Context: an optimization exercise on an open-source flow, tuned for small area and a short achievable clock period. The choices shown serve that exercise and are no tape-out recipe. Only simulation tests tie the RTL to the original design; equivalence was not proved. Power is estimated from default activity; no workload was simulated.

## flow/design.v (module list and top-level ports; edited modules follow where they fit)
// module fft_test_core: 3109 lines
// module fft_fa: 10 lines
// module fft_ha: 9 lines
module fft_test_core #(
  localparam int IW = 12,
  localparam int OW = 19,
  localparam int AW = 43
) (
  input  logic                 aclk,
  input  logic                 aresetn,
  input  logic [IW-1:0]        input_data_ch1,
  output logic signed [OW-1:0] fft_real,
  output logic signed [OW-1:0] fft_imag,
  output logic [AW-1:0]        amp,
  output logic                 fft_out_valid
);
  // ...
==> flow/flow/run.sh <==
#!/bin/bash
# The standard ORFS layout, with repair_timing aiming for a larger setup slack
# (the clock and constraints stay the design's) and a clock tree without dummy loads.
# Make's full output goes to make.log.
set -euo pipefail
export CTS_ARGS="-sink_clustering_enable -repair_clock_nets -dont_use_dummy_load -sink_clustering_size 25 -sink_clustering_max_diameter 70"
bash standard.sh SETUP_SLACK_MARGIN=${MARGIN:-11.3} finish > make.log 2>&1
==> flow/standard.sh <==
#!/bin/bash
# synth_recipe.tcl (not shown) runs the flow's synth.tcl, then flattens the netlist and writes it again
# the make line also repeats each setting of config.mk as NAME=value (left out here)
make -C /OpenROAD-flow-scripts/flow DESIGN_CONFIG=/design/flow/config.mk WORK_HOME=/design/flow/orfs CLKGATE_MAP_FILE= SYNTH_SCRIPT=/design/flow/synth_recipe.tcl "${@:-finish}"
==> flow/config.mk <==
export PLATFORM = sky130hd
export DESIGN_NAME = fft_test_core
export DESIGN_NICKNAME = fft_test_core
export VERILOG_FILES = /design/flow/design.v
export SDC_FILE = /design/flow/constraint.sdc
export NUM_CORES = 8
export LEC_CHECK = 0
export CAP_MARGIN = 20
export CORE_MARGIN = 2
export CORE_UTILIZATION = 65
export SLEW_MARGIN = 20
export SYNTH_HIERARCHICAL = 1
export SYNTH_MINIMUM_KEEP_SIZE = 0
==> flow/constraint.sdc <==
create_clock -name core_clock -period 16.0 [get_ports {aclk}]
set_input_delay 3.2000 -clock core_clock [delete_from_list [all_inputs] [get_ports {aclk}]]
set_output_delay 3.2000 -clock core_clock [all_outputs]
set_load 0.01 [all_outputs]
==> metrics.md, run 1 <==
| Metric | Value |
|---|---|
| Total power | 10100 µW |
| # DRC | 0 |
| Share of power burned in registers | 0.642 |
| Top power group | sequential cells |
| Synth area leaders | dfxtp_1 (48%), fa_1 (19%), and2_1 (5.3%), mux2_2 (4.4%), ha_1 (3.5%) |
| Mapped Area | 103000 µm² |
| Unrepaired setup endpoints after global routing | true |
| Status | timing/DRC/antenna clean |
| Vias | 64209 |
| Layout cells sized above 1 | 0.128 |
| H-tree depth | 4 |
| Peak VDD IR | 144 µV |
| Row count | 146 |
| Clk pin slew, worst setup/hold paths | 0.09 ns |
| Bufs w/o clock | 291 |
| Synth warn | 7 |
| Global-route wire length before repair | 437000 µm |
| Layout area overhead | 8.79% |
| Met1 Use GR | 0.524 |
| Num CTS Buffers | 142 |
| Simple-gate share of the synthesized area | 0.110 |
| Port bufs | 88 |
| Die footprint | 162000 µm² |
| Slew @ Worst Pin | 1.20 ns |
| CP startpoint kind | flop |
| Commonest cells after routing, fill and taps aside | dfxtp_1 (2360), fa_1 (886), and2_1 (866) |
==> inputs of run 2 (changes only) <==
--- a/flow/config.mk
+++ b/flow/config.mk
@@ -8,5 +8,5 @@
 export CAP_MARGIN = 20
 export CORE_MARGIN = 2
-export CORE_UTILIZATION = 65
+export CORE_UTILIZATION = 55
 export SLEW_MARGIN = 20
 export SYNTH_HIERARCHICAL = 1
==> metrics.md, run 2 <==
| Metric | Value |
|---|---|
| Clock skew | 0.107 ns (was 0.123 ns) |
| Top cell by count, worst path | fa_1 |
| Most common flop cell mapped by yosys | dfxtp_1 (unchanged) |
| Setup TNS Final | 0 ns (unchanged) |
| R2R Setup Slk | 11.20 ns (was 11.05 ns) |
| Seq cells post-synth | 2558 (unchanged) |
| Post-synth EDFFs | 0 (unchanged) |
| Port bufs | 88 (unchanged) |
| Hold Fails Final Rpt | 0 (unchanged) |
| Final setup violation count | 0 (unchanged) |
| Synth warn | 7 (unchanged) |
| Peak VDD IR | 121 µV (was 144 µV) |
| Status | timing/DRC/antenna clean (unchanged) |
| Die H | 437 µm (was 402 µm) |
| Routed Antenna Nets | 0 (unchanged) |
| Leakage | 0.0491 µW (was 0.0489 µW) |
| Simple-gate share of the synthesized area | 0.110 (unchanged) |
| Routed Wire Length | 304000 µm (was 297000 µm) |
| CTS tree | done (unchanged) |
| CTS Root Cell | clkbuf_16 (unchanged) |
| Clk pin slew, worst setup/hold paths | 0.09 ns (about the same) |
| DR iter-0 viols | 5985 (was 6698) |
| Die footprint | 191000 µm² (was 162000 µm²) |
| Post-Synth Adder-Cell Area | 0.221 (unchanged) |
| Commonest non-fill, non-tap cell in the layout | dfxtp_1 (unchanged) |
| Initial antenna violation count | 23 (was 16) |
| Ordered list of cells on the worst path | buf_4 > and2_4 > fa_1 > fa_1 > fa_2 > fa_2 > fa_1 > fa_2 > fa_1 > fa_1 (was buf_12 > or4_4 > buf_12 > buf_16 > nand2_4 > and3_4 > inv_4 > fa_1 > ha_1 > a21o_1 > a21oi_2 > o21bai_1 > a2111o_1 > a311oi_4 > o21bai_1 > a21oi_2 > xnor2_2 > mux2_4) |
| GPL Wtd Cong | 0.967 (was 0.972) |
| Design Area, Final | 113000 µm² (was 112000 µm²) |
| Avg Cell Area, Syn | 12.2 µm² (unchanged) |
| Layout cells sized above 1 | 0.134 (was 0.128) |
| Maximum Capacitance Violations | 0 (unchanged) |
| CTS Hold Bufs | 0 (unchanged) |
| Pwr dens | 89.5 nW/µm² (was 89.9 nW/µm²) |
| Cell with the most instances after synthesis | dfxtp_1 (unchanged) |
| Largest regs | r0 x1088, r1 x1088 (unchanged) |
| Num CTS Buffers | 145 (was 142) |
| DR WL/cell | 27.6 µm (was 28.0 µm) |
| Die width | 437 µm (was 402 µm) |
| GR Overflow Total | 0 (unchanged) |
| # DRC | 0 (unchanged) |
| CP endpoint kind | flop (unchanged) |
| Leading area contributor after synthesis | dfxtp_1 (unchanged) |
| Mapped Area | 103000 µm² (unchanged) |
| Mux cell area share after synthesis | 0.0548 (unchanged) |
| Global-route wire length before repair | 445000 µm (was 437000 µm) |
| Layout area overhead | 9.84% (was 8.79%) |
| Router iterations before antenna repair | 8 (unchanged) |
| FFs w/ async S/R, synth | 0.0442 (unchanged) |
| Crit Path Category | reg2reg (unchanged) |
| Hold Slack | 0.285 ns (was 0.297 ns) |
| HP Class | reg2reg (unchanged) |
| Synth Area in XOR/XNOR | 0.0208 (unchanged) |
| H-tree depth | 4 (unchanged) |
| Fin worst setup slack | 11.20 ns (was 11.05 ns) |
| CP peak stage delay | 0.69 ns (was 0.58 ns) |
| Critical Path Fanout Max | 7 (unchanged) |
| Synth area leaders | dfxtp_1 (48%), fa_1 (19%), and2_1 (5.3%), mux2_2 (4.4%), ha_1 (3.5%) (unchanged) |
| Core ar. | 186000 µm² (was 158000 µm²) |
| Worst slack, placed | 10.04 ns (was 9.94 ns) |
| Netlist cell types | 94 (unchanged) |
| Vias in the first global route | 64578 (was 65558) |
| Area after DPL | 106000 µm² (about the same) |
| Largest family of logic cells by synthesized area | adder cells (unchanged) |
| Final min period | 4.80 ns (was 4.95 ns) |
| Area fraction in compound gates after synthesis | 0.0686 (unchanged) |
| Starting Density | 0.554 (was 0.652) |
| Unrepaired setup endpoints after global routing | true (unchanged) |
| Slew @ Worst Pin | 1.21 ns (was 1.20 ns) |
| Fillers | 14927 (was 10869) |
| Sequential area share after synthesis | 0.503 (unchanged) |
| Worst path slowest cell | fa_2 (was fa_1) |
| Largest net degree at the start of global routing | 78 (was 79) |
| Vias | 63227 (was 64209) |
| Commonest cells after routing, fill and taps aside | dfxtp_1 (2354), fa_1 (880), and2_1 (856) (was dfxtp_1 (2360), fa_1 (886), and2_1 (866)) |
| CP startpoint kind | flop (unchanged) |
| Bufs on Longest Clock Path | 3 (unchanged) |
| Slew HR | 0.187 (was 0.197) |
| Detailed placement HPWL | 218000 µm (was 210000 µm) |
| Clock sink total | 2558 (unchanged) |
| Top post-synthesis cells by count | dfxtp_1 (2445), fa_1 (956), and2_1 (870), nand2_1 (436), nor2_1 (406) (unchanged) |
| Final Cycle Share | 0.300 (was 0.309) |
| CP arrival | 5.49 ns (was 5.63 ns) |
| Final #Nets | 9798 (was 9767) |
| Row count | 158 (was 146) |
| Clk latency of the worst-skew pair | 0.85 ns (was 0.84 ns) |
| I/O pin cnt | 96 (unchanged) |
| Synth top area share | 0.476 (unchanged) |
| Critical path required time | 16.69 ns (was 16.68 ns) |
| Cells after Synth | 8426 (unchanged) |
| Max Clk Rate | 208 MHz (was 202 MHz) |
| Total GRT Usage | 0.321 (was 0.370) |
| Routed vias/inst | 5.73 (was 6.06) |
| Slew Viols, Final | 0 (unchanged) |
[run 2: modules after synthesis, one instance, submodules excluded]
module | times used | cells inside | flops+latches | area, µm²
fft_ha | 49 | 1 | 0 | 12.5
fft_fa | 878 | 1 | 0 | 20.0
fft_test_core | 1 | 7499 | 2558 | 84700
[run 2: repair_timing]
item,in CTS,in global routing
setup endpoints to repair,492,226
gates resized for setup,501,188
pin swaps,103,106
buffers inserted,109,30
cloned,5,0
[run 2: cell families (layout without fill, tap and decap cells)]
kind of cell,count (synthesis),in the layout
XOR/XNOR,245,245
multiplexers,511,511
adder cells (fa/ha/maj),1245,1245
other,1,21
flip-flops,2558,2558
AND/OR/NAND/NOR,2151,2151
AO/OA/AOI/OAI,1130,1130
buffers and inverters,585,690
[run 2: critical path, delay by kind of cell (launching register included)]
| family | cells | cell delay, ns |
|---|---|---|
| fa+ha+maj | 8 | 3.84 |
| simple gates | 1 | 0.17 |
| buf+inv | 1 | 0.23 |
| flops | 1 | 0.44 |
[run 2: area by class of cell]
| type | count | area [µm²] | share of cell area |
|---|---|---|---|
| Timing Repair Buffer | 320 | 3100 | 0.0274 |
| Multi-Input combinational cell | 5289 | 50300 | 0.445 |
| Sequential cell | 2558 | 52100 | 0.461 |
| Clock buffer | 145 | 3630 | 0.0321 |
| Antenna cell | 14 | 35.0 | 0.000310 |
| Tap cell | 2480 | 3100 | 0.0274 |
| Inverter | 225 | 846 | 0.00748 |
[run 2: through the flow]
step / cells / util / total power [µW]
finish: 11031 / 0.609 / 10100
global placement: 10728 / 0.573 / 6700
global route: 11028 / 0.609 / 10400
detailed placement: 10728 / 0.573 / 6700
CTS: 10987 / 0.603 / 10200
floorplan: 8432 / - / 6660
[run 2: where the power goes]
part	internal [µW]	switching (µW)
combinational	31.6	46.0
sequential	6440	29.8
clock	1610	1970
total	8080	2040
[run 2: final timing paths]
| path | cells past startpoint | startpoint | endpoint |
|---|---|---|---|
| hold / removal | 0 | r0[525] | r0[491] |
| min in group asynchronous | 1 | aresetn | amp[0] |
| max in group asynchronous | 2 | aresetn | issq |
| hold reg to reg | 0 | r0[525] | r0[491] |
| setup / recovery | 10 | oc1[5] | tre_b[21] |
| setup reg to reg | 10 | oc1[5] | tre_b[21] |
[run 2: per-layer routing]
metal | track usage | wire length (µm)
met5 | 0 | 26
met4 | 0.152 | 16300
met3 | 0.0474 | 22200
met2 | 0.467 | 129000
met1 | 0.472 | 136000

-- re-timing with driven ports --
The flow's constraints put no driver on any port. The routed layouts listed below were extracted and timed again, unchanged, in two steps. Step 1 (the two cells are an assumption about what drives the block):
set clk [get_ports {aclk}]
set_driving_cell -lib_cell sky130_fd_sc_hd__clkbuf_16 $clk
set_driving_cell -lib_cell sky130_fd_sc_hd__buf_2 [delete_from_list [all_inputs] $clk]
Step 2, shift: input delay + t, output delay - t, t = (earliest + latest rising clock arrival at the registers) / 2. This alone moves slack from input paths to output paths. Three values: ideal ports, drivers, drivers and shift; two values: the first two.
| run | shift t [ns] | setup slack, ns | worst slew at a driven data input, ns |
|---|---|---|---|
| run 1 | 0.862 | 11.051 / 11.051 / 11.051 | 0.10 |
| run 2 | 0.890 | 11.197 / 11.197 / 11.197 | 0.07 |
After both steps setup and hold are still met in every run listed.
